From an optimization exercise on the open Yosys and OpenROAD flow, aimed at small area, a short achievable clock period and few clock cycles; shortcuts taken in it are not production practice. RTL that was checked went through simulation tests only; none was proved equivalent to the original. The RTL of run 1 was laid out without a check of its function. No activity file was given, so power comes from the tool's default toggle rates.

==> config.mk <==
export PLATFORM = sky130hd
export DESIGN_NAME = cpu
export DESIGN_NICKNAME = cpu
export VERILOG_FILES = /design/flow/design.v
export SDC_FILE = /design/flow/constraint.sdc
export NUM_CORES = 4
export LEC_CHECK = 0
export CAP_MARGIN = 20
export CORE_MARGIN = 2
export CORE_UTILIZATION = 40
export SLEW_MARGIN = 20
==> constraint.sdc <==
create_clock -name core_clock -period 9.0 [get_ports {clk}]
set_input_delay 1.8000 -clock core_clock [delete_from_list [all_inputs] [get_ports {clk}]]
set_output_delay 1.8000 -clock core_clock [all_outputs]
set_load 0.01 [all_outputs]
==> design.v <==
`timescale 1ns/100ps
module cpu (
    input  logic                   clk,
    input  logic                   arst_n,
    output logic [14-1:0] isram_addr,
    input  logic [32-1:0]   isram_dataout,
    output logic [14-1:0] dsram_addr,
    output logic [3:0]             dsram_wen,
    output logic [32-1:0]   dsram_datain,
    input  logic [32-1:0]   dsram_dataout
);
    localparam logic [6:0] OPC_OP     = 7'b0110011;
    localparam logic [6:0] OPC_OP_IMM = 7'b0010011;
    localparam logic [6:0] OPC_LUI    = 7'b0110111;
    localparam logic [6:0] OPC_LOAD   = 7'b0000011;
    localparam logic [6:0] OPC_STORE  = 7'b0100011;
    localparam logic [6:0] OPC_BRANCH = 7'b1100011;
    logic [15:1] fpc;        
    logic [15:1] ipc;        
    logic        ivalid;     
    logic [31:0] ir;         
    logic        dvalid;
    logic        dpred;      
    logic [15:1] dalt;       
    logic        stall_q;    
    logic        fe1, fe2;   
    logic        fm1, fm2;   
    logic        evalid;
    logic [31:0] opa, opb;
    logic [15:2] eaddr;      
    logic        ewen;       
    logic [4:0]  erd;
    logic        ewr, eload, ebranch, ebne, epred;
    logic [15:1] ealt;       
    logic        esub, esra;
    logic        s_add, s_slt, s_sltu, s_xor, s_or, s_and, s_sll, s_sr;
    logic        mwr, mload;
    logic [4:0]  mrd;
    logic [31:0] mres;
    logic [31:0] rf [1:31];
    logic [31:0] iw;
    logic        i_op, i_opimm, i_lui, i_load, i_store, i_branch;
    logic        i_use1, i_use2, i_pred;
    logic [15:1] i_tgt, i_alt;
    assign iw       = isram_dataout;
    assign i_op     = iw[6:0] == OPC_OP;
    assign i_opimm  = iw[6:0] == OPC_OP_IMM;
    assign i_lui    = iw[6:0] == OPC_LUI;
    assign i_load   = iw[6:0] == OPC_LOAD;
    assign i_store  = iw[6:0] == OPC_STORE;
    assign i_branch = iw[6:0] == OPC_BRANCH;
    assign i_use1   = i_op | i_opimm | i_load | i_store | i_branch;
    assign i_use2   = i_op | i_store | i_branch;
    assign i_pred   = i_branch & ((iw[19:15] == iw[24:20]) ? ~iw[12] : (iw[31] | iw[12]));
    assign i_tgt    = ipc + {{3{iw[31]}}, iw[31], iw[7], iw[30:25], iw[11:8]};
    assign i_alt    = i_pred ? ipc + 15'd2 : i_tgt;
    logic       d_op, d_opimm, d_lui, d_load, d_store, d_branch;
    logic       d_use2, d_wr, d_ar;
    logic [4:0] d_rs1, d_rs2, d_rd;
    logic [2:0] d_f3;
    assign d_op     = ir[6:0] == OPC_OP;
    assign d_opimm  = ir[6:0] == OPC_OP_IMM;
    assign d_lui    = ir[6:0] == OPC_LUI;
    assign d_load   = ir[6:0] == OPC_LOAD;
    assign d_store  = ir[6:0] == OPC_STORE;
    assign d_branch = ir[6:0] == OPC_BRANCH;
    assign d_use2   = d_op | d_store | d_branch;
    assign d_ar     = d_op | d_opimm;
    assign d_rs1    = ir[19:15];
    assign d_rs2    = ir[24:20];
    assign d_rd     = ir[11:7];
    assign d_f3     = ir[14:12];
    assign d_wr     = (d_ar | d_lui | d_load) & (d_rd != 5'd0);
    logic [31:0] bx, sum, shin, shout, alu_res;
    logic [32:0] shx;
    logic        lt, ltu, eq, mispred;
    assign bx  = opb ^ {32{esub}};
    assign sum = opa + bx + {31'd0, esub};
    assign lt  = (opa[31] ^ opb[31]) ? opa[31] : sum[31];
    assign ltu = (opa[31] ^ opb[31]) ? opb[31] : sum[31];
    always_comb begin
        for (int k = 0; k < 32; k++) shin[k] = s_sll ? opa[31-k] : opa[k];
    end
    assign shx   = $signed({esra & opa[31], shin}) >>> opb[4:0];
    assign shout = shx[31:0];
    always_comb begin
        alu_res = ({32{s_add}} & sum)
                | ({32{s_xor}} & (opa ^ opb))
                | ({32{s_or}}  & (opa | opb))
                | ({32{s_and}} & (opa & opb))
                | ({32{s_sr}}  & shout)
                | {31'd0, (s_slt & lt) | (s_sltu & ltu)};
        for (int k = 0; k < 32; k++) alu_res[k] = alu_res[k] | (s_sll & shout[31-k]);
    end
    assign eq      = opa == opb;
    assign mispred = evalid & ebranch & ((eq ^ ebne) ^ epred);
    assign dsram_addr   = eaddr;
    assign dsram_wen    = {4{ewen}};
    assign dsram_datain = opb;
    logic [31:0] mval;
    assign mval = mload ? dsram_dataout : mres;
    always_ff @(posedge clk) begin
        for (int k = 1; k < 32; k++) begin
            if (mwr && mrd == 5'(k)) rf[k] <= mval;
        end
    end
    logic [31:0] rf1, rf2, d_imm, opa_n, opb_n, base;
    logic [15:0] addr_n;
    always_comb begin
        rf1 = '0;
        rf2 = '0;
        for (int k = 1; k < 32; k++) begin
            rf1 = rf1 | ({32{d_rs1 == 5'(k)}} & rf[k]);
            rf2 = rf2 | ({32{d_rs2 == 5'(k)}} & rf[k]);
        end
    end
    assign d_imm = d_lui ? {ir[31:12], 12'd0} : {{20{ir[31]}}, ir[31:20]};
    assign opa_n = fe1 ? alu_res : fm1 ? mval : (d_lui ? 32'd0 : rf1);
    assign opb_n = fe2 ? alu_res : fm2 ? mval : (d_use2 ? rf2 : d_imm);
    assign base   = fm1 ? mval : rf1;
    assign addr_n = base[15:0] + (d_store ? {{4{ir[31]}}, ir[31:25], ir[11:7]}
                                          : {{4{ir[31]}}, ir[31:20]});
    logic accept, stall_n;
    assign accept  = ivalid & ~stall_q & ~mispred;
    assign stall_n = accept & dvalid & d_wr
                   & ((d_load & ((i_use1 & (iw[19:15] == d_rd)) | (i_use2 & (iw[24:20] == d_rd))))
                    | ((i_load | i_store) & (iw[19:15] == d_rd)));
    assign isram_addr = fpc[15:2];
    always_ff @(posedge clk or negedge arst_n) begin
        if (!arst_n) begin
            fpc     <= '0;
            ivalid  <= 1'b0;
            dvalid  <= 1'b0;
            stall_q <= 1'b0;
            evalid  <= 1'b0;
            ewen    <= 1'b0;
            mwr     <= 1'b0;
        end else begin
            if (mispred) begin
                fpc    <= ealt;
                ivalid <= 1'b0;
            end else if (accept && i_pred) begin
                fpc    <= i_tgt;
                ivalid <= 1'b0;
            end else begin
                if (!stall_n) fpc <= fpc + 15'd2;
                ivalid <= 1'b1;
            end
            dvalid  <= ~mispred & (stall_q ? dvalid : ivalid);
            stall_q <= stall_n;
            evalid  <= dvalid & ~stall_q & ~mispred;
            ewen    <= dvalid & ~stall_q & ~mispred & d_store;
            mwr     <= evalid & ewr;
        end
    end
    always_ff @(posedge clk) begin
        ipc <= fpc;
        if (!stall_q) begin
            ir    <= iw;
            dpred <= i_pred;
            dalt  <= i_alt;
        end
        fe1 <= ~stall_q & dvalid & d_wr & i_use1 & (iw[19:15] == d_rd);
        fe2 <= ~stall_q & dvalid & d_wr & i_use2 & (iw[24:20] == d_rd);
        fm1 <= stall_q ? (evalid & ewr & (d_rs1 == erd) & ~d_lui)
                       : (evalid & ewr & i_use1 & (iw[19:15] == erd));
        fm2 <= stall_q ? (evalid & ewr & (d_rs2 == erd) & d_use2)
                       : (evalid & ewr & i_use2 & (iw[24:20] == erd));
        opa     <= opa_n;
        opb     <= opb_n;
        eaddr   <= addr_n[15:2];
        erd     <= d_rd;
        ewr     <= d_wr;
        eload   <= d_load;
        ebranch <= d_branch;
        ebne    <= d_f3[0];
        epred   <= dpred;
        ealt    <= dalt;
        esub    <= d_ar & ((d_f3 == 3'd0 & d_op & ir[30]) | d_f3 == 3'd2 | d_f3 == 3'd3);
        esra    <= ir[30] & (d_f3 == 3'd5);
        s_add   <= ~d_ar | (d_f3 == 3'd0);
        s_sll   <= d_ar & (d_f3 == 3'd1);
        s_slt   <= d_ar & (d_f3 == 3'd2);
        s_sltu  <= d_ar & (d_f3 == 3'd3);
        s_xor   <= d_ar & (d_f3 == 3'd4);
        s_sr    <= d_ar & (d_f3 == 3'd5);
        s_or    <= d_ar & (d_f3 == 3'd6);
        s_and   <= d_ar & (d_f3 == 3'd7);
        mload <= eload;
        mrd   <= erd;
        mres  <= alu_res;
    end
endmodule
==> run.sh <==
#!/bin/bash
# synth_recipe.tcl (not shown) runs the flow's synth.tcl, then flattens the netlist and writes it again
# the make line also repeats each setting of config.mk as NAME=value (left out here)
make -C /OpenROAD-flow-scripts/flow DESIGN_CONFIG=/design/flow/config.mk WORK_HOME=/design/flow/orfs CLKGATE_MAP_FILE= SYNTH_SCRIPT=/design/flow/synth_recipe.tcl finish
==> reports/qor.yml, run 1 <==
end_kind: "flop"
place_hpwl_um: 172000
ant_nets: 0
io_pins: 130
ys_ff_latch: 1231
critical_path_class: "reg2reg"
synth_top_cell_area_share: 0.537
yosysWarnings: 2
grt.overflow.total: 0
cts_tree: "done"
synthFlopType: "edfxtp_1"
ff2ff_path_depth: 17
worstPathArrival_ps: 6480
synth_cells: 4807
cts_resized: 0
dpl_worst_slack_ps: 3450
root_buffer: "clkbuf_16"
grt_pass1_wl_um: 382000
antenna_found_initial: 11
min_period_ps: 5810
synth_cell_types: 95
synth.avg_cell_area_um2: 12.1
status: "no timing/DRC/antenna violations"
die_x_um: 385
rsz0062_at_grt: "no"
grt_max_degree: 52
drcViolationCount: 0
synthArstFlopShare: 0.0171
cts_htree_levels: 4
worstPathMaxFanout: 18
finalPower_mw: 15.6
initialDrtViolationCount: 11100
via_per_inst: 7.23
fmax_mhz: 172
synth_edf_count: 1040
ir_worst_vdd_mv: 0.166
final_common_cell: "edfxtp_1"
clk-insertion-delay-late_ps: 820
setup-tns-final_ps: 0
ctsHoldBuffers: 0
vias: 49900
p_leak_nw: 23.1
worstMarginPinSlew_ps: 1320
gp_congestion: 0.987
stdcell_count: 6894
slowest_stage: "nor2_4"
grt_use_total: 0.374
powerDensity_nw_per_um2: 234
drt-pass1-iter-count: 14
hp-class: "reg2reg"
fin_hold_ws_ps: 324
synthTopCellsByArea: "edfxtp_1 (54%), a22oi_1 (12%), dfxtp_1 (5.9%)"
cts_buffer_depth: 3
worst_clock_skew_ps: 48.7
nets: 5067
die_y_um: 385
synth_area_um2: 58100
wire_per_inst_um: 41.3
fp-row-count: 139
cts_setup_buffers: 0
port_buffers: 129
required_ps: 9660
period_share: 0.646
crit_chain: "nand3b_1 > nor2_4 > buf_4 > a22oi_1 > nand4_1 > nor3_1 > a22oi_1 > ha_1 > o21a_1 > o21ai_0 > o21bai_1 > nor3_1 > o21ai_1 > and3_1 > a41oi_1 > o21bai_1 > xor2_1"
dieArea_um2: 148000
seq_area_frac_synth: 0.605
clkTransAtPathRegs_ps: 60
syn_to_final_growth_pct: 14.4
hold_viol: 0
max_stage_delay_ps: 880
start_kind: "flop"
yosysTopAreaCell: "edfxtp_1"
setup_viol: 0
grt_pass1_vias: 46100
setup_ws_ps: 3190
wl_um: 285000
fill_cells: 12900
cts-buffers-inserted: 134
cts.sinks: 1231
hold_path_depth: 0
dp_cells: 6642
slew_headroom: 0.111
drive_above_1_share: 0.110
synth_nets: 4999
core_area_um2: 144000
final-max-slew-violation-count: 0
layout_common_cells: "edfxtp_1 (1,040), a22oi_1 (904), nand2_1 (525)"
initial_utilization: 0.404
drv_cap: 0
cell families (layout without fill, tap and decap cells):
| kind of cell | count (synthesis) | count (layout) | share of synthesized area |
|---|---|---|---|
| DFF | 1231 | 1231 | 0.605 |
| buffers and inverters | 476 | 653 | 0.0334 |
| adders and majority gates | 126 | 126 | 0.0274 |
| xor gates and xnor gates | 135 | 135 | 0.0203 |
| and+or+nand+nor | 1150 | 1150 | 0.0902 |
| muxes | 141 | 141 | 0.0331 |
| other | 0 | 7 | 0 |
| AOI/OAI and AO/OA | 1548 | 1548 | 0.191 |
Yosys cell counts, types with 19 or more instances:
| cell type | count |
|---|---|
| edfxtp_1 | 1040 |
| a22oi_1 | 904 |
| nand2_1 | 525 |
| clkbuf_1 | 261 |
| nor2_1 | 223 |
| dfxtp_1 | 170 |
| a21oi_1 | 169 |
| o21ai_0 | 168 |
| inv_1 | 138 |
| ha_1 | 124 |
| nor3_1 | 84 |
| nand3_1 | 69 |
| nor4_1 | 68 |
| xnor2_1 | 68 |
| xor2_1 | 67 |
| nand4_1 | 65 |
| mux2i_1 | 61 |
| mux2_2 | 43 |
| a222oi_1 | 40 |
| mux4_2 | 35 |
| a211oi_1 | 31 |
| a22o_1 | 26 |
| buf_2 | 26 |
| buf_1 | 25 |
| and3_1 | 23 |
| dfrtp_1 | 21 |
| a21o_1 | 20 |
| a221oi_1 | 19 |
| buf_4 | 19 |
cell type report:
class	instances	area, µm²	share of cell area
timing repair buffer	268	2330	0.0351
inverter	140	528	0.00794
antenna	7	17.5	0.000263
clock buffer	164	3510	0.0528
multi-input combinational	3100	21700	0.327
sequential	1231	35200	0.529
clock inverter	81	792	0.0119
tap	1903	2380	0.0358
registers in the layout, summed over array words and instances, names as in the netlist, 5 cells and up:
| name | count |
|---|---|
| erd | 5 |
| mres | 32 |
| dalt | 15 |
| fpc | 15 |
| ealt | 15 |
| ipc | 15 |
| opb | 32 |
| eaddr | 14 |
| mrd | 5 |
| rf | 992 |
| ir | 32 |
| opa | 32 |
power breakdown:
group	switching [mW]	internal [mW]	leakage, nW
combinational	1.93	0.821	9.92
clock	2.41	3.07	2.08
sequential	0.274	7.06	11.1
per-layer routing:
metal	part of all wire	track usage	wire length [µm]
met5	0.00075	0.00845	213
met4	0.075	0.217	21500
met3	0.16	0.160	46300
met2	0.41	0.536	118000
met1	0.35	0.468	99200
worst max-delay path: cells and delay by family, from the launching register on:
kind | cells | cell delay, ps
simple gates | 6 | 2030
flops | 1 | 800
fa+ha+maj | 1 | 390
xor+xnor | 1 | 150
compound gates | 8 | 1700
buf+inv | 1 | 530
per-stage QoR:
stage | utilization | cell area (µm²)
CTS | 0.462 | 66500
finish | 0.462 | 66500
global route | 0.462 | 66500
global placement | 0.432 | 62100
detailed placement | 0.432 | 62200
floorplan | - | 58100
path summary, 6_finish.rpt:
| kind | from | endpoint | slack, ps |
|---|---|---|---|
| max in group asynchronous | arst_n | fpc[13] | 7320 |
| setup / recovery | ir[19] | eaddr[12] | 3190 |
| hold / removal | eload | mload | 320 |
| hold reg to reg | eload | mload | 320 |
| min in group asynchronous | arst_n | fpc[6] | 1380 |
| setup reg to reg | ir[19] | eaddr[12] | 3190 |
==> run 2: changes to the inputs <==
--- a/design.v
+++ b/design.v
@@ -25,6 +25,7 @@
     logic        stall_q;    
     logic        fe1, fe2;   
     logic        fm1, fm2;   
+    logic [31:1] sel1, sel2;  
     logic        evalid;
     logic [31:0] opa, opb;
     logic [15:2] eaddr;      
@@ -104,22 +105,22 @@
             if (mwr && mrd == 5'(k)) rf[k] <= mval;
         end
     end
-    logic [31:0] rf1, rf2, d_imm, opa_n, opb_n, base;
-    logic [15:0] addr_n;
+    logic [31:0] rf1, rf2, d_imm, opa_n, opb_n;
+    logic [15:0] d_off, addr_rf, addr_m;
     always_comb begin
         rf1 = '0;
         rf2 = '0;
         for (int k = 1; k < 32; k++) begin
-            rf1 = rf1 | ({32{d_rs1 == 5'(k)}} & rf[k]);
-            rf2 = rf2 | ({32{d_rs2 == 5'(k)}} & rf[k]);
+            rf1 = rf1 | ({32{sel1[k]}} & rf[k]);
+            rf2 = rf2 | ({32{sel2[k]}} & rf[k]);
         end
     end
-    assign d_imm = d_lui ? {ir[31:12], 12'd0} : {{20{ir[31]}}, ir[31:20]};
-    assign opa_n = fe1 ? alu_res : fm1 ? mval : (d_lui ? 32'd0 : rf1);
-    assign opb_n = fe2 ? alu_res : fm2 ? mval : (d_use2 ? rf2 : d_imm);
-    assign base   = fm1 ? mval : rf1;
-    assign addr_n = base[15:0] + (d_store ? {{4{ir[31]}}, ir[31:25], ir[11:7]}
-                                          : {{4{ir[31]}}, ir[31:20]});
+    assign d_imm = d_use2 ? 32'd0 : d_lui ? {ir[31:12], 12'd0} : {{20{ir[31]}}, ir[31:20]};
+    assign opa_n = fe1 ? alu_res : fm1 ? mval : rf1;
+    assign opb_n = fe2 ? alu_res : fm2 ? mval : (rf2 | d_imm);
+    assign d_off   = d_store ? {{4{ir[31]}}, ir[31:25], ir[11:7]} : {{4{ir[31]}}, ir[31:20]};
+    assign addr_rf = rf1[15:0] + d_off;
+    assign addr_m  = mval[15:0] + d_off;
     logic accept, stall_n;
     assign accept  = ivalid & ~stall_q & ~mispred;
     assign stall_n = accept & dvalid & d_wr
@@ -159,6 +160,10 @@
             ir    <= iw;
             dpred <= i_pred;
             dalt  <= i_alt;
+            for (int k = 1; k < 32; k++) begin
+                sel1[k] <= i_use1 & (iw[19:15] == 5'(k));
+                sel2[k] <= i_use2 & (iw[24:20] == 5'(k));
+            end
         end
         fe1 <= ~stall_q & dvalid & d_wr & i_use1 & (iw[19:15] == d_rd);
         fe2 <= ~stall_q & dvalid & d_wr & i_use2 & (iw[24:20] == d_rd);
@@ -168,7 +173,7 @@
                        : (evalid & ewr & i_use2 & (iw[24:20] == erd));
         opa     <= opa_n;
         opb     <= opb_n;
-        eaddr   <= addr_n[15:2];
+        eaddr   <= fm1 ? addr_m[15:2] : addr_rf[15:2];
         erd     <= d_rd;
         ewr     <= d_wr;
         eload   <= d_load;
==> flow/run.sh (new file) <==
#!/bin/bash
# The standard layout (the standard.sh, unchanged synthesis and steps),
# with setup repair asked to leave 5.5 ns of slack at the 9 ns clock.
set -euo pipefail
bash standard.sh SETUP_SLACK_MARGIN=5.5 finish > standard.log 2>&1
==> standard.sh (new file) <==
#!/bin/bash
# synth_recipe.tcl (not shown) runs the flow's synth.tcl, then flattens the netlist and writes it again
# the make line also repeats each setting of config.mk as NAME=value (left out here)
make -C /OpenROAD-flow-scripts/flow DESIGN_CONFIG=/design/flow/config.mk WORK_HOME=/design/flow/orfs CLKGATE_MAP_FILE= SYNTH_SCRIPT=/design/flow/synth_recipe.tcl "${@:-finish}"
--- a/config.mk
+++ b/config.mk
@@ -8,4 +8,7 @@
 export CAP_MARGIN = 20
 export CORE_MARGIN = 2
 export CORE_UTILIZATION = 40
+export CTS_CLUSTER_DIAMETER = 100
+export CTS_CLUSTER_SIZE = 20
 export SLEW_MARGIN = 20
+export TNS_END_PERCENT = 100
removed: run.sh
==> run 2 against run 1 <==
Against the previous run:
- critical path type unchanged
- hold slack better by 9.4 ps
- critical path depth fell by 3
- combinational power shrank about 50%
- clock-buffer cell count is 64 lower
- non-clock buffer count increased by 165
- final area is 3.2% higher
- largest power group unchanged
- core utilization grew 0.24 points
- cell count fell by 1.8%
- clock power fell by 34%
- wire length increased by 1.5%
- largest cell class unchanged
==> reports/qor.yml, run 2 <==
ctsHoldBuffers: 0  # unchanged
synthArstFlopShare: 0.0162  # -0.000818
grt.overflow.total: 0  # unchanged
p_leak_nw: 23.2  # +0.37%
via_per_inst: 7.53  # +4.0%
cts_htree_levels: 3  # -1
dieArea_um2: 152000  # +2.4%
place_hpwl_um: 162000  # -6.2%
hp-class: "reg2reg"
powerDensity_nw_per_um2: 174  # -26%
synth.avg_cell_area_um2: 12.9  # +6.9%
cts_buffer_depth: 3  # unchanged
wire_per_inst_um: 42.7  # +3.4%
cts.sinks: 1293  # +5.0%
slowest_stage: "nor3_4"
ir_worst_vdd_mv: 0.170  # +1.9%
synthTopCellsByArea: "edfxtp_1 (56%), a22oi_1 (6.3%), dfxtp_1 (5.7%)"
worstPathArrival_ps: 4560  # -1920 ps
hold_viol: 0  # unchanged
grt_pass1_wl_um: 386000  # +1.2%
die_y_um: 390  # +1.2%
crit_chain: "buf_4 > buf_12 > a22oi_1 > nand4_1 > nor3_4 > a21oi_2 > ha_4 > a21o_1 > a21o_1 > a21oi_4 > a21oi_4 > o211ai_1 > or4b_1 > o311ai_1"
regArea_um2: 37100  # +5.6%
worst_clock_skew_ps: 66.4  # +17.6 ps
gp_congestion: 0.971  # -1.6%
rsz0062_at_grt: "yes"
nets: 4991  # -1.5%
drv_cap: 0  # unchanged
clkTransAtPathRegs_ps: 100  # +40 ps
syn_to_final_growth_pct: 15.3
end_kind: "flop"
synth_cells: 4604  # -4.2%
seq_area_frac_synth: 0.622  # +0.0170
max_stage_delay_ps: 680  # -200 ps
final_common_cell: "edfxtp_1"
wl_um: 289000  # +1.5%
fp-row-count: 141  # +1.4%
largest_reg_flops: 992  # unchanged
setup_viol: 0  # unchanged
cts-buffers-inserted: 75  # -44%
synth_compound_area_frac: 0.195  # +0.00491
synth_fa_ha_area_frac: 0.0270  # -0.000438
drt-pass1-iter-count: 10  # -4
setup_ws_ps: 5070  # +1890 ps
start_kind: "flop"
synthMuxAreaShare: 0.0329  # -0.000131
grt_pass1_vias: 46700  # +1.5%
dpl_worst_slack_ps: 3860  # +416 ps
period_share: 0.436  # -0.210
worstMarginPinSlew_ps: 1260  # -65.3 ps
min_period_ps: 3930  # -1890 ps
synth_most_common_cell: "edfxtp_1"
synth.top_cells.by_count: "edfxtp_1 (1,102), a22oi_1 (498), a221oi_1 (259)"
port_buffers: 129  # unchanged
synth_area_um2: 59500  # +2.4%
vias: 50900  # +2.2%
root_buffer: "clkbuf_16"
core_area_um2: 148000  # +2.7%
critical_path_class: "reg2reg"
layout_common_cells: "edfxtp_1 (1,102), a22oi_1 (497), a221oi_1 (238)"
synth-xor-area-share: 0.0194  # -0.000923
grt_use_total: 0.368  # -0.00569
status: "no timing/DRC/antenna violations"
multi_input_area_um2: 22000  # +1.3%
final-max-slew-violation-count: 0  # unchanged
clk-insertion-delay-late_ps: 760  # -60 ps
synth_cell_types: 79  # -17%
synthSimpleGateAreaFrac: 0.0725  # -0.0178
io_pins: 130  # unchanged
setup-tns-final_ps: 0  # unchanged
synth_top_family_by_area: "compound AO/OA/AOI/OAI gates"
antenna_found_initial: 19  # +8
cts_tree: "done"
die_x_um: 390  # +1.2%
fmax_mhz: 255  # +48%
initialDrtViolationCount: 10900  # -1.7%
grt_max_degree: 77  # +48%
initial_utilization: 0.403  # -0.000948
synth_nets: 4797  # -4.0%
slew_headroom: 0.156  # +0.0452
ant_nets: 0  # unchanged
fill_cells: 13100  # +1.6%
synth_top_cell_area_share: 0.556  # +0.0186
synthFlopType: "edfxtp_1"
required_ps: 9630  # -30 ps
top_register: "rf"
synth_edf_count: 1102  # +6.0%
yosysTopAreaCell: "edfxtp_1"
worstPathMaxFanout: 22  # +4
drive_above_1_share: 0.149  # +0.0390
ys_ff_latch: 1293  # +5.0%
yosysWarnings: 2  # unchanged
drcViolationCount: 0  # unchanged
-- run 2: changes by cell type after synthesis, sizes merged, moves of 62 or more --
cell / previous run / this run
a22oi: 904 / 498
a221oi: 19 / 260
nand4: 65 / 139
a22o: 26 / 237
nand2: 525 / 163
edfxtp: 1040 / 1102
nand3: 69 / 139
-- run 2: worst paths after layout --
check	cells past startpoint	slack (ps)	startpoint	to
max	14	5070	sel1[27]	eaddr[14]
min in group asynchronous	2	1450	arst_n	ewen
max reg2reg	14	5070	sel1[27]	eaddr[14]
max in group asynchronous	2	7250	arst_n	fpc[13]
min	0	330	eload	mload
min reg2reg	0	330	eload	mload
-- run 2: final cells by class --
cell class | count | area share
Sequential cell | 1293 | 0.541
Multi-Input combinational cell | 2848 | 0.321
Timing Repair Buffer | 433 | 0.0631
Tap cell | 1930 | 0.0352
Clock buffer | 100 | 0.0287
Inverter | 145 | 0.00826
Clock inverter | 7 | 0.00153
Antenna cell | 12 | 0.000438
Timing Repair inverter | 2 | 0.000146
-- run 2: cells by family after synthesis --
family,Yosys count
xor gates and xnor gates,132
adders and majority gates,127
muxes,144
and+or+nand+nor,876
buffers and inverters,464
AOI/OAI and AO/OA,1568
DFF,1293
-- run 2: what timing repair did --
item,CTS,global route
buffers inserted,86,39
cloned,10,3
setup endpoints to repair,209,158
pin swaps,50,52
resized for setup,299,128
-- run 2: critical path: cells and delay by family (launching register included) --
kind                       cells  cell delay (ps)
and+or+nand+nor                3             1310
DFF                            1              370
AOI/OAI and AO/OA              8             1230
adders and majority gates      1              280
buffers and inverters          2              540
-- run 2: where the power goes --
| part | leakage [nW] | internal [mW] | switching [mW] |
|---|---|---|---|
| sequential | 11.8 | 6.78 | 0.185 |
| combinational | 10.3 | 0.538 | 0.829 |
| clock | 1.00 | 1.55 | 2.06 |
-- run 2: layer usage --
layer  routed length (µm)  share of wire  GRT usage  up-vias
met5                  346         0.0012          0        -
met4                27100          0.094      0.259       24
met3                48400           0.17      0.158     1542
met2               118000           0.41      0.521     5464
met1                95800           0.33      0.450    24900
li1                     -              -          -    19000
-- run 2: stage by stage --
step / instance area, µm² / std cells / total power [mW] / util / hold slack [ps]
after floorplan: 59700 / 4604 / 7.77 / - / 310
after global placement: 63600 / 6510 / 8.25 / 0.431 / 316
after detailed placement: 63600 / 6511 / 8.26 / 0.431 / 315
after CTS: 67700 / 6714 / 11.8 / 0.458 / 331
after global routing: 68600 / 6759 / 12.2 / 0.464 / 343
final: 68600 / 6770 / 11.9 / 0.465 / 334
Testbench counts of run 2, summed over its fixed seeds: cycles 82,486.
==> run 3: changes to the inputs <==
==> run.sh (new file) <==
#!/bin/bash
# synth_recipe.tcl (not shown) runs the flow's synth.tcl, then flattens the netlist and writes it again
# the make line also repeats each setting of config.mk as NAME=value (left out here)
make -C /OpenROAD-flow-scripts/flow DESIGN_CONFIG=/design/flow/config.mk WORK_HOME=/design/flow/orfs CLKGATE_MAP_FILE= SYNTH_SCRIPT=/design/flow/synth_recipe.tcl finish
--- a/config.mk
+++ b/config.mk
@@ -10,5 +10,6 @@
 export CORE_UTILIZATION = 40
 export CTS_CLUSTER_DIAMETER = 100
 export CTS_CLUSTER_SIZE = 20
+export SETUP_SLACK_MARGIN = 5
 export SLEW_MARGIN = 20
 export TNS_END_PERCENT = 100
removed: flow/run.sh
removed: standard.sh
==> run 3 against run 2 <==
Against the previous run:
- still clean on timing, DRC and antenna
- via count decreased by 2.1%
- final area decreased by 3.2%
- synthesized area unchanged
- global-route usage decreased by 0.68 points
- clock power about the same
- critical path depth unchanged
- cell count decreased by 1.7%
- fmax decreased by 1.8%
- die area unchanged
- synthesized cell count unchanged
- critical endpoint unchanged
- largest power group unchanged
==> reports/qor.yml, run 3 <==
status: "no timing/DRC/antenna violations"
synthFlopType: "edfxtp_1"
drive_above_1_share: 0.0985  # -0.0507
end_kind: "flop"
period_share: 0.444  # +0.00801
cts_buffer_depth: 3  # unchanged
largest_reg_flops: 992  # unchanged
drcViolationCount: 0  # unchanged
vias: 49900  # -2.1%
powerDensity_nw_per_um2: 178  # +2.2%
synth.avg_cell_area_um2: 12.9  # unchanged
root_buffer: "clkbuf_16"
synth_nets: 4797  # unchanged
dpl_worst_slack_ps: 3750  # -112 ps
ff2ff_path_depth: 14  # unchanged
top_register: "rf"
setup-tns-final_ps: 0  # unchanged
critPathCapture: "eaddr[14]"
p_leak_nw: 22.2  # -4.1%
die_y_um: 390  # unchanged
grt_pass1_vias: 46000  # -1.7%
cts.sinks: 1293  # unchanged
timing.rr.start: "sel1[27]"
cts_htree_levels: 3  # unchanged
hp-class: "reg2reg"
setup_ws_ps: 5000  # -72.1 ps
wl_met1_um: 96900  # +1.2%
synthTopCellsByArea: "edfxtp_1 (56%), a22oi_1 (6.3%), dfxtp_1 (5.7%)"
synth_top_cell_area_share: 0.556  # unchanged
grt_use_total: 0.361  # -0.00677
place_hpwl_um: 159000  # -1.8%
utilization: 0.450  # -0.0149
ir_worst_vdd_mv: 0.168  # -1.2%
wl_um: 283000  # -2.1%
fmax_mhz: 250  # -1.8%
synthArstFlopShare: 0.0162  # unchanged
synth_cell_types: 79  # unchanged
required_ps: 9620  # about the same
setup_viol: 0  # unchanged
port_buffers: 129  # unchanged
core_area_um2: 148000  # unchanged
nets: 4874  # -2.3%
grt_max_degree: 88  # +14%
syn_to_final_growth_pct: 11.6
wire_per_inst_um: 42.6  # -0.40%
drv_cap: 0  # unchanged
grt.overflow.total: 0  # unchanged
regToRegSetupSlack_ps: 5000  # -70 ps
regToRegEndpoint: "eaddr[14]"
initialDrtViolationCount: 11300  # +3.8%
worstMarginPinSlew_ps: 1460  # +200 ps
worstPathArrival_ps: 4620  # +60 ps
seq_area_frac_synth: 0.622  # unchanged
synth_most_common_cell: "edfxtp_1"
worst_clock_skew_ps: 55.2  # -11.2 ps
ys_ff_latch: 1293  # unchanged
final_common_cell: "edfxtp_1"
initial_utilization: 0.403  # unchanged
cts-buffers-inserted: 75  # unchanged
maxUsedRoutingLayer: "met5"
drt-pass1-iter-count: 10  # unchanged
synth.top_cells.by_count: "edfxtp_1 (1,102), a22oi_1 (498), a221oi_1 (259)"
cts_tree: "done"
yosysTopAreaCell: "edfxtp_1"
synth_edf_count: 1102  # unchanged
dieArea_um2: 152000  # unchanged
gp_congestion: 0.970  # -0.11%
antenna_found_initial: 10  # -9
ant_nets: 0  # unchanged
clkTransAtPathRegs_ps: 90  # about the same
layout_common_cells: "edfxtp_1 (1,102), a22oi_1 (498), a221oi_1 (256)"
fp-row-count: 141  # unchanged
wl_met2_um: 113000  # -3.7%
yosysWarnings: 2  # unchanged
synth_area_um2: 59500  # unchanged
cp-startpoint: "sel1[27]"
io_pins: 130  # unchanged
hold_viol: 0  # unchanged
finalPower_mw: 11.8  # -1.1%
start_kind: "flop"
min_period_ps: 4000  # +72.1 ps
rsz0062_at_grt: "yes"
grt_pass1_wl_um: 380000  # -1.6%
dr_wl_met3_um: 46600  # -3.5%
via_per_inst: 7.50  # -0.36%
die_x_um: 390  # unchanged
synth_cells: 4604  # unchanged
clk-insertion-delay-late_ps: 770  # about the same
slew_headroom: 0.0220  # -0.134
final-max-slew-violation-count: 0  # unchanged
worstPathMaxFanout: 30  # +36%
critical_path_class: "reg2reg"
==> run 3: cell counts after synthesis <==
No cell type changed its count.
==> run 3: area by class of cell <==
cell class,count,area [µm²]
flip-flops and latches,1293,37000
fillers,13200,81300
repair buffers,319,2950
clock inverters,11,144
clock buffers,97,1980
diodes,11,27.5
inverters,145,554
multi-input cells,2847,21300
well taps,1930,2410
==> run 3: routing by layer <==
metal / vias up / GRT usage
met1: 24200 / 0.455
li1: 18700 / -
met3: 1505 / 0.146
met5: - / 0.00191
met4: 10 / 0.257
met2: 5414 / 0.501
==> run 3: kinds of logic after synthesis <==
| family | count (synthesis) | synth area share |
|---|---|---|
| compound gates | 1568 | 0.195 |
| xor+xnor | 132 | 0.0194 |
| mux | 144 | 0.0329 |
| simple gates | 876 | 0.0725 |
| flops | 1293 | 0.622 |
| buf+inv | 464 | 0.0308 |
| fa+ha+maj | 127 | 0.0270 |
==> run 3: worst min-delay path by stage <==
stage / startpoint / end / slack, ps / cells past startpoint
floorplan: eload / mload / 310 / 0
global placement: eload / mload / 310 / 0
detailed placement: eload / mload / 320 / 0
CTS: eload / mload / 330 / 0
global route: eload / mload / 330 / 0
finish: eload / mload / 330 / 0
==> run 3: critical path: stages, from the launching register on <==
cell,delay (ps)
edfxtp_1,500
buf_6,350
a221oi_1,400
nand3_1,180
nor3_2,250
buf_4,240
a21oi_1,80
ha_1,380
a21boi_0,140
o2111a_2,210
o21ai_2,170
a21oi_2,120
o211ai_1,230
or4b_1,450
o311ai_0,100
==> run 3: metrics by stage <==
stage                     area, µm²  hold WS (ps)  std cells
after floorplan               59500           310       4604
after global placement        63500           312       6506
after detailed placement      63600           316       6506
after CTS                     65900           332       6628
after global routing          66400           334       6642
final                         66400           332       6653
==> run 3: timing repair <==
action                                  4_1_cts  5_1_grt
gates resized for setup                      39       66
hold buffers                                  0        0
pin swaps                                     6       18
endpoints found under the setup margin       39       44
setup buffers                                14       12
hold endpoints to repair                      0        0
cloned                                        0        2
==> run 3: power breakdown <==
part / internal (mW) / switching [mW] / leakage (nW) / total (mW)
combinational: 0.459 / 0.763 / 9.35 / 1.22
clock: 1.57 / 2.06 / 1.03 / 3.64
sequential: 6.78 / 0.184 / 11.8 / 6.96
total: 8.81 / 3.01 / 22.2 / 11.8
==> run 4: changes to the inputs <==
--- a/design.v
+++ b/design.v
@@ -56,7 +56,7 @@
     assign i_tgt    = ipc + {{3{iw[31]}}, iw[31], iw[7], iw[30:25], iw[11:8]};
     assign i_alt    = i_pred ? ipc + 15'd2 : i_tgt;
     logic       d_op, d_opimm, d_lui, d_load, d_store, d_branch;
-    logic       d_use2, d_wr, d_ar;
+    logic       d_use1, d_use2, d_wr, d_ar;
     logic [4:0] d_rs1, d_rs2, d_rd;
     logic [2:0] d_f3;
     assign d_op     = ir[6:0] == OPC_OP;
@@ -65,6 +65,7 @@
     assign d_load   = ir[6:0] == OPC_LOAD;
     assign d_store  = ir[6:0] == OPC_STORE;
     assign d_branch = ir[6:0] == OPC_BRANCH;
+    assign d_use1   = d_op | d_opimm | d_load | d_store | d_branch;
     assign d_use2   = d_op | d_store | d_branch;
     assign d_ar     = d_op | d_opimm;
     assign d_rs1    = ir[19:15];
@@ -160,14 +161,14 @@
             ir    <= iw;
             dpred <= i_pred;
             dalt  <= i_alt;
-            for (int k = 1; k < 32; k++) begin
-                sel1[k] <= i_use1 & (iw[19:15] == 5'(k));
-                sel2[k] <= i_use2 & (iw[24:20] == 5'(k));
-            end
+        end
+        for (int k = 1; k < 32; k++) begin
+            sel1[k] <= stall_q ? (d_use1 & (d_rs1 == 5'(k))) : (i_use1 & (iw[19:15] == 5'(k)));
+            sel2[k] <= stall_q ? (d_use2 & (d_rs2 == 5'(k))) : (i_use2 & (iw[24:20] == 5'(k)));
         end
         fe1 <= ~stall_q & dvalid & d_wr & i_use1 & (iw[19:15] == d_rd);
         fe2 <= ~stall_q & dvalid & d_wr & i_use2 & (iw[24:20] == d_rd);
-        fm1 <= stall_q ? (evalid & ewr & (d_rs1 == erd) & ~d_lui)
+        fm1 <= stall_q ? (evalid & ewr & (d_rs1 == erd) & d_use1)
                        : (evalid & ewr & i_use1 & (iw[19:15] == erd));
         fm2 <= stall_q ? (evalid & ewr & (d_rs2 == erd) & d_use2)
                        : (evalid & ewr & i_use2 & (iw[24:20] == erd));
--- a/config.mk
+++ b/config.mk
@@ -10,6 +10,7 @@
 export CORE_UTILIZATION = 40
 export CTS_CLUSTER_DIAMETER = 100
 export CTS_CLUSTER_SIZE = 20
+export PLACE_DENSITY = 0.72
 export SETUP_SLACK_MARGIN = 5
 export SLEW_MARGIN = 20
 export TNS_END_PERCENT = 100
==> run 4 against run 3 <==
Against the previous run:
- non-clock buffer count shrank 45
- cell count shrank 1.1%
- worst setup slack lost 150 ps
- sequential power is essentially flat
- final area shrank 1.3%
- synthesized cell count shrank 0.70%
- wire length shrank 5.7%
- hold slack gained 1.8 ps
- core utilization shrank 0.43 points
- synthesized area shrank 0.73%
- critical path type unchanged
- critical endpoint is now eaddr[15]
- largest power group unchanged
==> reports/qor.yml, run 4 <==
pwr-share-seq: 0.589  # about the same
worstPathArrival_ps: 4730  # +110 ps
synth_edf_count: 1040  # -5.6%
cts_buffer_depth: 3  # unchanged
io_pins: 130  # unchanged
synthFlopType: "edfxtp_1"
cts_htree_levels: 3  # unchanged
synthTopCellsByArea: "edfxtp_1 (53%), dfxtp_1 (7.9%), a22oi_1 (5.4%)"
grt_use_total: 0.338  # -0.0228
setup-tns-final_ps: 0  # unchanged
final_common_cell: "edfxtp_1"
drcViolationCount: 0  # unchanged
stdcell_count: 6578  # -1.1%
crit_cells: 13  # -1
worstMarginPinSlew_ps: 1440  # -15.1 ps
worst-path-buf-inv: 1  # -1
clkTransAtPathRegs_ps: 90  # about the same
critical_path_class: "reg2reg"
synth_area_um2: 59100  # -0.73%
status: "no timing/DRC/antenna violations"
slowest_stage: "dfxtp_2"
start_kind: "flop"
drive_above_1_share: 0.104  # +0.00526
switchingPower_mw: 2.93  # -2.7%
place_hpwl_um: 153000  # -3.5%
initialDrtViolationCount: 12200  # +8.2%
cts_tree: "done"
die_x_um: 388  # -0.36%
grt_pass1_wl_um: 361000  # -5.0%
cpMostUsedCell: "a21oi_1"
initial_utilization: 0.402  # -0.00149
hp-class: "reg2reg"
die_y_um: 388  # -0.36%
dieArea_um2: 151000  # -0.72%
comb_power_share: 0.102  # about the same
grt_pass1_vias: 46900  # +2.1%
cts-buffers-inserted: 75  # unchanged
synth_top_cell_area_share: 0.529  # -0.0274
end_kind: "flop"
core_area_um2: 147000  # -0.36%
ir_worst_vdd_mv: 0.151  # -10%
synth_cells: 4572  # -0.70%
fin_hold_ws_ps: 334  # +1.83 ps
dp_cells: 6433  # -1.1%
ff2ff_path_depth: 13  # -1
synth.top_cells.by_count: "edfxtp_1 (1,040), a22oi_1 (422), a221oi_1 (285)"
wl_um: 267000  # -5.7%
fp-row-count: 141  # unchanged
clkPwrFrac: 0.308  # about the same
rsz0062_at_grt: "yes"
gp_congestion: 1.05  # +8.6%
yosysWarnings: 2  # unchanged
crit_chain: "buf_4 > a22o_1 > a221oi_1 > nand4_1 > nor3_4 > a21oi_1 > ha_1 > a21o_1 > a21oi_1 > nand2_1 > a21oi_2 > mux2i_1 > a2111oi_2"
port_buffers: 129  # unchanged
power.internal_mw: 8.82  # +0.12%
layout_common_cells: "edfxtp_1 (1,040), a22oi_1 (422), a221oi_1 (283)"
largest_reg_flops: 992  # unchanged
max_stage_delay_ps: 560  # +60 ps
p_leak_nw: 21.9  # -1.5%
ant_nets: 0  # unchanged
grt_max_degree: 65  # -26%
cts.sinks: 1293  # unchanged
ys_ff_latch: 1293  # unchanged
setup_ws_ps: 4850  # -148 ps
period_share: 0.461  # +0.0165
setup_viol: 0  # unchanged
synth_most_common_cell: "edfxtp_1"
wire_per_inst_um: 40.6  # -4.7%
fmax_mhz: 241  # -3.6%
vias: 50600  # +1.4%
synthArstFlopShare: 0.0162  # unchanged
dpl_worst_slack_ps: 3840  # +86.9 ps
final-max-slew-violation-count: 0  # unchanged
nets: 4791  # -1.7%
worstPathMaxFanout: 22  # -27%
clk-insertion-delay-late_ps: 720  # -50 ps
switching_share: 0.249  # -0.00530
synth.avg_cell_area_um2: 12.9  # about the same
synth_cell_types: 79  # unchanged
top_register: "rf"
hold_viol: 0  # unchanged
critPathTopFamily: "compound AO/OA/AOI/OAI gates"
seq_area_frac_synth: 0.616  # -0.00595
via_per_inst: 7.69  # +2.5%
root_buffer: "clkbuf_16"
drv_cap: 0  # unchanged
grt.overflow.total: 0  # unchanged
powerDensity_nw_per_um2: 179  # +0.74%
slew_headroom: 0.0307  # +0.00866
drt-pass1-iter-count: 11  # +1
yosysTopAreaCell: "edfxtp_1"
min_period_ps: 4150  # +148 ps
synth_nets: 4765  # -0.67%
ctsHoldBuffers: 0  # unchanged
hold_path_depth: 0  # unchanged
syn_to_final_growth_pct: 10.9
worst_clock_skew_ps: 46.6  # -8.62 ps
required_ps: 9580  # -40 ps
antenna_found_initial: 19  # +9
==> run 4: layout make-up <==
type / count / area, µm²
inverters: 138 / 527
flip-flops and latches: 1293 / 36500
clock inverters: 6 / 85.1
fillers: 13100 / 81600
multi-input cells: 2816 / 21400
well taps: 1930 / 2410
repair buffers: 274 / 2520
clock buffers: 110 / 2070
diodes: 11 / 27.5
==> run 4: per-stage QoR <==
step	utilization	area, µm²	power (mW)
2_1_floorplan	-	59100	7.74
3_3_place_gp	0.427	62800	8.16
3_5_place_dp	0.426	62800	8.18
4_1_cts	0.443	65100	11.6
5_1_grt	0.445	65500	12.0
6_report	0.445	65500	11.8
==> run 4: worst reg2reg max path, stage by stage, from the launching register on <==
cell and delay [ps]:
dfxtp_2 560, buf_4 480, a22o_1 290, a221oi_1 200, nand4_1 200, nor3_4 520, a21oi_1 240, ha_1 450
a21o_1 200, a21oi_1 190, nand2_1 90, a21oi_2 160, mux2i_1 120, a2111oi_2 350
==> run 4: power by group through the flow <==
| stage | Combinational (mW) | Sequential [mW] | Clock, mW |
|---|---|---|---|
| after floorplan | 0.759 | 6.98 | 0 |
| final | 1.20 | 6.93 | 3.62 |
| after global placement | 1.11 | 7.05 | 0 |
| after CTS | 1.14 | 6.92 | 3.57 |
| after global routing | 1.30 | 6.95 | 3.78 |
| after detailed placement | 1.12 | 7.06 | 0 |
==> run 4: cell families after synthesis <==
| kind of cell | after synthesis | synth area share |
|---|---|---|
| adders and majority gates | 127 | 0.0271 |
| muxes | 162 | 0.0356 |
| buffers and inverters | 465 | 0.0317 |
| AOI/OAI and AO/OA | 1579 | 0.200 |
| and+or+nand+nor | 800 | 0.0680 |
| DFF | 1293 | 0.616 |
| xor gates and xnor gates | 146 | 0.0216 |
==> run 4: timing repair <==
| item | CTS | global route |
|---|---|---|
| endpoints found under the setup margin | 32 | 35 |
| pin swaps | 5 | 13 |
| cloned | 2 | 0 |
| buffers inserted | 1 | 13 |
| gates resized for setup | 46 | 55 |
==> run 4: layer usage <==
layer  global-route usage  up-vias  wire (µm)
li1                     -    18600          -
met1                0.410    24000      84600
met2                0.452     6096     101000
met3                0.179     1850      53000
met4                0.246       42      27700
met5               0.0175        -        572
==> run 4: worst paths after layout <==
path / slack (ps) / from / to
min: 330 / eload / mload
max: 4850 / sel1[11] / eaddr[15]
max reg2reg: 4850 / sel1[11] / eaddr[15]
max in group asynchronous: 7510 / arst_n / fpc[15]
min reg2reg: 330 / eload / mload
min in group asynchronous: 1100 / arst_n / fpc[3]
Testbench counts of run 4, summed over its fixed seeds: cycles 82,486.
==> run 5: changes to the inputs <==
==> flow/run.sh (new file) <==
#!/bin/bash
# The standard layout (the standard.sh, unchanged synthesis and steps),
# with setup repair asked to leave 5.5 ns of slack at the 9 ns clock.
set -euo pipefail
bash standard.sh SETUP_SLACK_MARGIN=5.5 finish > standard.log 2>&1
==> standard.sh (new file) <==
#!/bin/bash
# synth_recipe.tcl (not shown) runs the flow's synth.tcl, then flattens the netlist and writes it again
# the make line also repeats each setting of config.mk as NAME=value (left out here)
make -C /OpenROAD-flow-scripts/flow DESIGN_CONFIG=/design/flow/config.mk WORK_HOME=/design/flow/orfs CLKGATE_MAP_FILE= SYNTH_SCRIPT=/design/flow/synth_recipe.tcl "${@:-finish}"
--- a/config.mk
+++ b/config.mk
@@ -11,6 +11,5 @@
 export CTS_CLUSTER_DIAMETER = 100
 export CTS_CLUSTER_SIZE = 20
 export PLACE_DENSITY = 0.72
-export SETUP_SLACK_MARGIN = 5
 export SLEW_MARGIN = 20
 export TNS_END_PERCENT = 100
removed: run.sh
==> run 5 against run 4 <==
Against the previous run:
- still clean on timing, DRC and antenna
- total power increased by 1.2%
- non-clock buffer count is 133 higher
- flip-flop and latch count unchanged
- clock skew fell by 16 ps
- sequential share of layout area fell by 2.0 points
- final area increased by 4.1%
- critical path depth stayed put
- die area stayed put
- hold slack better by 4.1 ps
- via count up 2.3%
- cell count up 2.2%
- worst setup slack improved by 560 ps
==> reports/qor.yml, run 5 <==
critical_path_class: "reg2reg"
hold_path_depth: 0  # unchanged
fin_area_um2: 68200  # +4.1%
end_kind: "flop"
fmax_mhz: 278  # +15%
worst_clock_skew_ps: 30.9  # -15.7 ps
drcViolationCount: 0  # unchanged
drv_cap: 0  # unchanged
via_per_inst: 7.69  # +0.10%
whs_endpoint: "mload"
hp-class: "reg2reg"
ff2ff_path_depth: 13  # unchanged
port_buffers: 129  # unchanged
dieArea_um2: 151000  # unchanged
grt_use_total: 0.349  # +0.0102
timing.rr.start: "sel1[8]"
synthArstFlopShare: 0.0162  # unchanged
yosysTopAreaCell: "edfxtp_1"
synth.avg_cell_area_um2: 12.9  # unchanged
ir_worst_vdd_mv: 0.231  # +53%
seq_area_frac_synth: 0.616  # unchanged
worstPathArrival_ps: 4220  # -510 ps
ant_nets: 0  # unchanged
yosysWarnings: 2  # unchanged
synth_cells: 4572  # unchanged
synth_compound_area_frac: 0.200  # unchanged
wire_per_inst_um: 41.1  # +1.3%
cts.sinks: 1293  # unchanged
regToRegEndpoint: "eaddr[11]"
nets: 4925  # +2.8%
drt-pass1-iter-count: 14  # +3
clkTransAtPathRegs_ps: 80  # about the same
drive_above_1_share: 0.161  # +0.0576
synth_edf_count: 1040  # unchanged
die_y_um: 388  # unchanged
syn_to_final_growth_pct: 15.4
grt_max_degree: 65  # unchanged
ctsHoldBuffers: 0  # unchanged
cts_buffer_depth: 3  # unchanged
vias: 51700  # +2.3%
synth_cell_types: 79  # unchanged
regToRegSetupSlack_ps: 5410  # +560 ps
hold_viol: 0  # unchanged
setup_viol: 0  # unchanged
io_pins: 130  # unchanged
start_kind: "flop"
synth.top_cells.by_count: "edfxtp_1 (1,040), a22oi_1 (422), a221oi_1 (285)"
synth_most_common_cell: "edfxtp_1"
p_leak_nw: 23.1  # +5.5%
regArea_um2: 36600  # +0.31%
top_register: "rf"
maxUsedRoutingLayer: "met5"
wl_met2_um: 106000  # +4.9%
hold_start: "eload"
final_common_cell: "edfxtp_1"
root_buffer: "clkbuf_16"
multi_input_area_um2: 22200  # +4.0%
period_share: 0.399  # -0.0618
synthSimpleGateAreaFrac: 0.0680  # unchanged
min_period_ps: 3590  # -556 ps
synth_top_cell_area_share: 0.529  # unchanged
synth_nets: 4765  # unchanged
initial_utilization: 0.402  # unchanged
synth_top_family_by_area: "compound AO/OA/AOI/OAI gates"
postPlaceCellArea_um2: 63000  # +0.45%
clk-insertion-delay-late_ps: 710  # about the same
wl_um: 276000  # +3.4%
antenna_found_initial: 10  # -9
slew_headroom: 0.102  # +0.0717
synthFlopType: "edfxtp_1"
gp_congestion: 1.00  # -4.7%
powerDensity_nw_per_um2: 174  # -2.7%
setup-tns-final_ps: 0  # unchanged
initialDrtViolationCount: 13000  # +6.3%
core_area_um2: 147000  # unchanged
synth_area_um2: 59100  # unchanged
cts_htree_levels: 3  # unchanged
final-max-slew-violation-count: 0  # unchanged
required_ps: 9630  # +50 ps
synth_fa_ha_area_frac: 0.0271  # unchanged
synthMuxAreaShare: 0.0356  # unchanged
place_hpwl_um: 154000  # +0.41%
status: "no timing/DRC/antenna violations"
synthTopCellsByArea: "edfxtp_1 (53%), dfxtp_1 (7.9%), a22oi_1 (5.4%)"
cp-startpoint: "sel1[8]"
fin_hold_ws_ps: 338  # +4.13 ps
worstMarginPinSlew_ps: 1350  # -94.3 ps
ys_ff_latch: 1293  # unchanged
fill_cells: 12800  # -2.3%
worstPathMaxFanout: 22  # unchanged
grt.overflow.total: 0  # unchanged
rsz0062_at_grt: "yes"
largest_reg_flops: 992  # unchanged
cts-buffers-inserted: 75  # unchanged
fp-row-count: 141  # unchanged
dr_wl_met3_um: 54200  # +2.3%
cts_tree: "done"
die_x_um: 388  # unchanged
grt_pass1_wl_um: 370000  # +2.4%
synth-xor-area-share: 0.0216  # unchanged
wl_met1_um: 88800  # +4.9%
grt_pass1_vias: 47500  # +1.1%
layout_common_cells: "edfxtp_1 (1,040), a22oi_1 (421), a22o_1 (266)"
-- run 5: cell counts after synthesis --
No cell type changed its count.
-- run 5: timing repair --
| item | CTS | global route |
|---|---|---|
| pin swaps | 30 | 53 |
| resized for setup | 279 | 158 |
| buffers inserted | 62 | 69 |
| gates cloned | 8 | 4 |
| setup endpoints to repair | 150 | 122 |
-- run 5: kinds of logic (layout without fill, tap and decap cells) --
kind of cell	count (synthesis)	count (layout)
simple gates	800	803
mux	162	162
buf+inv	465	663
flops	1293	1293
compound gates	1579	1579
fa+ha+maj	127	127
other cells	0	17
xor+xnor	146	146
-- run 5: worst max path at each step --
| stage | endpoint | slack (ps) |
|---|---|---|
| after global routing | eaddr[15] | 5380 |
| final | eaddr[11] | 5410 |
| after CTS | fpc[14] | 5340 |
| after global placement | fpc[14] | 3660 |
| after detailed placement | fpc[14] | 3640 |
| after floorplan | dalt[15] | 5110 |
-- run 5: layout make-up --
cell class | count | share of cell area
sequential | 1293 | 0.537
clock inverter | 7 | 0.00134
multi-input combinational | 2817 | 0.326
timing repair buffer | 407 | 0.0615
antenna | 17 | 0.000624
tap | 1930 | 0.0354
clock buffer | 111 | 0.0304
inverter | 138 | 0.00776
-- run 5: metrics by stage --
| step | utilization | setup slack, ps | std cells | power (mW) |
|---|---|---|---|---|
| CTS | 0.454 | 5340 | 6630 | 11.8 |
| detailed placement | 0.428 | 3640 | 6442 | 8.21 |
| global placement | 0.428 | 3660 | 6442 | 8.20 |
| global route | 0.463 | 5380 | 6705 | 12.2 |
| finish | 0.464 | 5410 | 6720 | 11.9 |
| floorplan | - | 5110 | 4572 | 7.77 |
-- run 5: per-layer routing --
metal,up-vias,GRT usage
li1,18900,-
met1,24600,0.427
met2,6407,0.472
met3,1832,0.179
met4,22,0.240
met5,-,0.0140
-- run 5: where the power goes --
group	total (mW)	internal (mW)	switching, mW
registers	6.92	6.74	0.183
clock network	3.62	1.62	2.00
logic	1.36	0.554	0.804
-- run 5: worst max-delay path, cell delays in order, from the launching register on --
cell and delay [ps]:
dfxtp_2 790, buf_4 680, a22oi_1 210, nand4_1 230
nor3_4 90, a21oi_2 180, ha_2 320, o21a_1 150
o21ai_4 160, a21oi_4 50, buf_4 140, a21o_1 190
a21oi_2 160, xnor2_1 140
==> run 6: changes to the inputs <==
--- a/design.v
+++ b/design.v
@@ -54,7 +54,7 @@
     assign i_use2   = i_op | i_store | i_branch;
     assign i_pred   = i_branch & ((iw[19:15] == iw[24:20]) ? ~iw[12] : (iw[31] | iw[12]));
     assign i_tgt    = ipc + {{3{iw[31]}}, iw[31], iw[7], iw[30:25], iw[11:8]};
-    assign i_alt    = i_pred ? ipc + 15'd2 : i_tgt;
+    assign i_alt    = i_pred ? fpc : i_tgt;
     logic       d_op, d_opimm, d_lui, d_load, d_store, d_branch;
     logic       d_use1, d_use2, d_wr, d_ar;
     logic [4:0] d_rs1, d_rs2, d_rd;
==> flow/run.sh (replaced) <==
#!/bin/bash
# The standard layout (the standard.sh, unchanged synthesis and steps),
# with setup repair asked to leave 5.7 ns of slack at the 9 ns clock.
set -euo pipefail
bash standard.sh SETUP_SLACK_MARGIN=5.7 finish > standard.log 2>&1
==> run 6 against run 5 <==
Against the previous run:
- synthesized cell count up 0.55%
- cell count up 0.48%
- wire length up 0.16%
- first-iteration DRC count down 6.6%
- clock skew up 35 ps
- non-clock buffer count up 29
- register-to-register slack worse by 390 ps
- via count up 0.53%
- critical path depth up 3
- critical path type unchanged
==> reports/qor.yml, run 6 <==
synth_cell_types: 83  # +5.1%
synthTopCellsByArea: "edfxtp_1 (53%), dfxtp_1 (7.9%), a22oi_1 (6.4%)"
worst_clock_skew_ps: 65.7  # +34.8 ps
setup-tns-final_ps: 0  # unchanged
wire_per_inst_um: 41.0  # -0.32%
cts_htree_levels: 3  # unchanged
gp_congestion: 1.03  # +2.1%
finalPower_mw: 11.8  # -0.78%
worstMarginPinSlew_ps: 1320  # -22.5 ps
cts-buffers-inserted: 75  # unchanged
antenna_found_initial: 13  # +3
fill_cells: 12700  # -1.4%
critical_path_class: "reg2reg"
synth_top_cell_area_share: 0.529  # about the same
synth.avg_cell_area_um2: 12.8  # -0.61%
cts.sinks: 1293  # unchanged
seq_area_frac_synth: 0.616  # about the same
drcViolationCount: 0  # unchanged
timing.rr.start: "sel1[16]"
grt.overflow.total: 0  # unchanged
grtUsageMet1: 0.421  # -0.00572
fp-row-count: 140  # -0.71%
worst-path-buf-inv: 3  # +1
port_buffers: 129  # unchanged
clkTransAtPathRegs_ps: 90  # about the same
utilization: 0.471  # +0.00742
met2_usage: 0.477  # +0.00490
drive_above_1_share: 0.185  # +0.0236
grt_max_degree: 67  # +3.1%
die_y_um: 388  # about the same
final_common_cell: "edfxtp_1"
ant_nets: 0  # unchanged
status: "no timing/DRC/antenna violations"
setup_ws_ps: 5020  # -391 ps
synth.top_cells.by_count: "edfxtp_1 (1,040), a22oi_1 (503), a221oi_1 (260)"
critPathTopFamily: "compound AO/OA/AOI/OAI gates"
end_kind: "flop"
yosysWarnings: 2  # unchanged
synthArstFlopShare: 0.0162  # unchanged
clk-insertion-delay-late_ps: 740  # +30 ps
hold_viol: 0  # unchanged
min_period_ps: 3980  # +391 ps
hp-class: "reg2reg"
required_ps: 9590  # -40 ps
layout_common_cells: "edfxtp_1 (1,040), a22oi_1 (499), a221oi_1 (246)"
powerDensity_nw_per_um2: 172  # -1.6%
final-max-slew-violation-count: 0  # unchanged
yosysTopAreaCell: "edfxtp_1"
drv_cap: 0  # unchanged
fmax_mhz: 251  # -9.8%
core_area_um2: 146000  # -0.71%
synth_edf_count: 1040  # unchanged
globalRoute.busiestLayer: "met2"
regArea_um2: 36700  # +0.12%
slowest_stage: "dfxtp_4"
setup_viol: 0  # unchanged
die_x_um: 388  # about the same
worstPathMaxFanout: 18  # -18%
synth_area_um2: 59000  # about the same
grt_pass1_vias: 47600  # +0.33%
grt_use_total: 0.349  # +0.000581
critPathCapture: "eaddr[14]"
met3_usage: 0.184  # +0.00516
grt_pass1_wl_um: 372000  # +0.56%
nets: 4979  # +1.1%
wl_um: 277000  # +0.16%
drt-pass1-iter-count: 13  # -1
root_buffer: "clkbuf_16"
via_per_inst: 7.70  # about the same
rsz0062_at_grt: "yes"
synth_most_common_cell: "edfxtp_1"
start_kind: "flop"
crit_cells: 16  # +3
crit_chain: "buf_6 > a22oi_1 > nand3_1 > nor3_4 > a21oi_4 > ha_4 > nand2_1 > mux2_4 > a211oi_4 > o2111ai_2 > buf_4 > a211o_1 > buf_6 > a21oi_4 > nor3_2 > nand3b_1"
io_pins: 130  # unchanged
period_share: 0.442  # +0.0435
hold_path_depth: 0  # unchanged
initialDrtViolationCount: 12200  # -6.6%
ff2ff_path_depth: 16  # +3
fin_area_um2: 68800  # +0.88%
vias: 52000  # +0.53%
postPlaceCellArea_um2: 63000  # -0.12%
cp-startpoint: "sel1[16]"
dieArea_um2: 151000  # about the same
synth_cells: 4597  # +0.55%
largest_reg_flops: 992  # unchanged
ir_worst_vdd_mv: 0.218  # -5.3%
cts_tree: "done"
initial_utilization: 0.404  # +0.00261
p_leak_nw: 23.1  # about the same
multi_input_area_um2: 22500  # +1.1%
dpl_worst_slack_ps: 4110  # +470 ps
ys_ff_latch: 1293  # unchanged
ctsHoldBuffers: 0  # unchanged
regToRegEndpoint: "eaddr[14]"
syn_to_final_growth_pct: 16.5
max_stage_delay_ps: 520  # -270 ps
cts_buffer_depth: 3  # unchanged
top_register: "rf"
slew_headroom: 0.109  # +0.00687
place_hpwl_um: 151000  # -1.8%
synth_nets: 4789  # +0.50%
worstPathArrival_ps: 4570  # +350 ps
synthFlopType: "edfxtp_1"
regToRegSetupSlack_ps: 5020  # -390 ps
## run 6: cell types whose count changed after synthesis, sizes merged, moves of 24 or more
cell    delta
nand3     +29
xor2      -26
nand2     +59
a221oi    -26
mux2      -24
a22o      -30
nor2      -37
a22oi     +81
## run 6: what timing repair did
item | CTS | global route
pin swaps | 80 | 96
setup endpoints to repair | 360 | 252
cloned | 13 | 10
setup buffers | 86 | 62
gates resized for setup | 424 | 212
## run 6: logic make-up after synthesis
| family | synth area share |
|---|---|
| AOI/OAI and AO/OA | 0.202 |
| xor gates and xnor gates | 0.0178 |
| adders and majority gates | 0.0270 |
| buffers and inverters | 0.0328 |
| DFF | 0.616 |
| muxes | 0.0330 |
| and+or+nand+nor | 0.0712 |
## run 6: metrics by stage
stage          hold slack (ps)  std cells
6_report                   325       6752
5_1_grt                    341       6736
4_1_cts                    328       6661
3_5_place_dp               314       6454
3_3_place_gp               314       6453
2_1_floorplan              310       4597
## run 6: layer usage
layer / vias to the layer above / part of all wire / wire (µm)
met4: 9 / 0.10 / 28700
met1: 24700 / 0.32 / 87100
met3: 1998 / 0.19 / 53100
met2: 6294 / 0.39 / 107000
met5: - / 0.00032 / 89
li1: 19000 / - / -
## run 6: layout make-up
type	instances	share of cell area
inverters	149	0.00907
repair inverters	4	0.000491
well taps	1917	0.0349
multi-input cells	2828	0.327
clock buffers	101	0.0290
flip-flops and latches	1293	0.533
diodes	17	0.000618
repair buffers	436	0.0650
clock inverters	7	0.00144
## run 6: worst min-delay path by stage
stage               startpoint    end  slack, ps
global placement         eload  mload        310
finish                   eload  mload        320
floorplan                eload  mload        310
detailed placement       eload  mload        310
CTS                      eload  mload        330
global route             eload  mload        340
## run 6: power by group
part	total (mW)	switching [mW]	internal (mW)
Sequential	6.88	0.138	6.74
Clock	3.59	2.02	1.57
Combinational	1.33	0.807	0.526
## run 6: worst reg2reg max path, cell delays in order, from the launching register on
cell and delay [ps]:
dfxtp_4 520, buf_6 370, a22oi_1 210, nand3_1 140, nor3_4 490, a21oi_4 120, ha_4 330, nand2_1 40
mux2_4 290, a211oi_4 250, o2111ai_2 160, buf_4 170, a211o_1 330, buf_6 140, a21oi_4 150, nor3_2 50
nand3b_1 140
Testbench counts of run 6, summed over its fixed seeds: cycles 82,486.

-- re-timing with driven ports --
How much do the figures lean on ideal ports? The routed layouts below were timed once more, with nothing changed but the port constraints.
Step 1, drivers: a clkbuf_16 drives clk and a buf_2 each remaining input, both assumed.
Step 2 moves the port delays by t, midway between the first and last clock arrival at a register: inputs arrive t later, outputs are due t later. That takes back most of the time a late clock gives input paths.
Three values: ideal, step 1, step 2; two values: the first two.
run | shift t [ns] | slack for setup (ns) | pins driven straight from the clock port
run 1 | 0.881 | 3.186 / 3.186 / 3.186 | 1
run 2 | 0.801 | 5.073 / 5.073 / 4.422 | 1
run 3 | 0.828 | 5.001 / 5.000 / 4.255 | 1
run 4 | 0.771 | 4.853 / 4.853 / 4.402 | 1
run 5 | 0.782 | 5.409 / 5.409 / 4.720 | 1
run 6 | 0.788 | 5.018 / 5.018 / 4.549 | 1
After both steps every run listed still meets setup and hold. The setup slack of run 3, which loses most, moves by -0.001 ns with the drivers and by -0.746 ns with both steps.
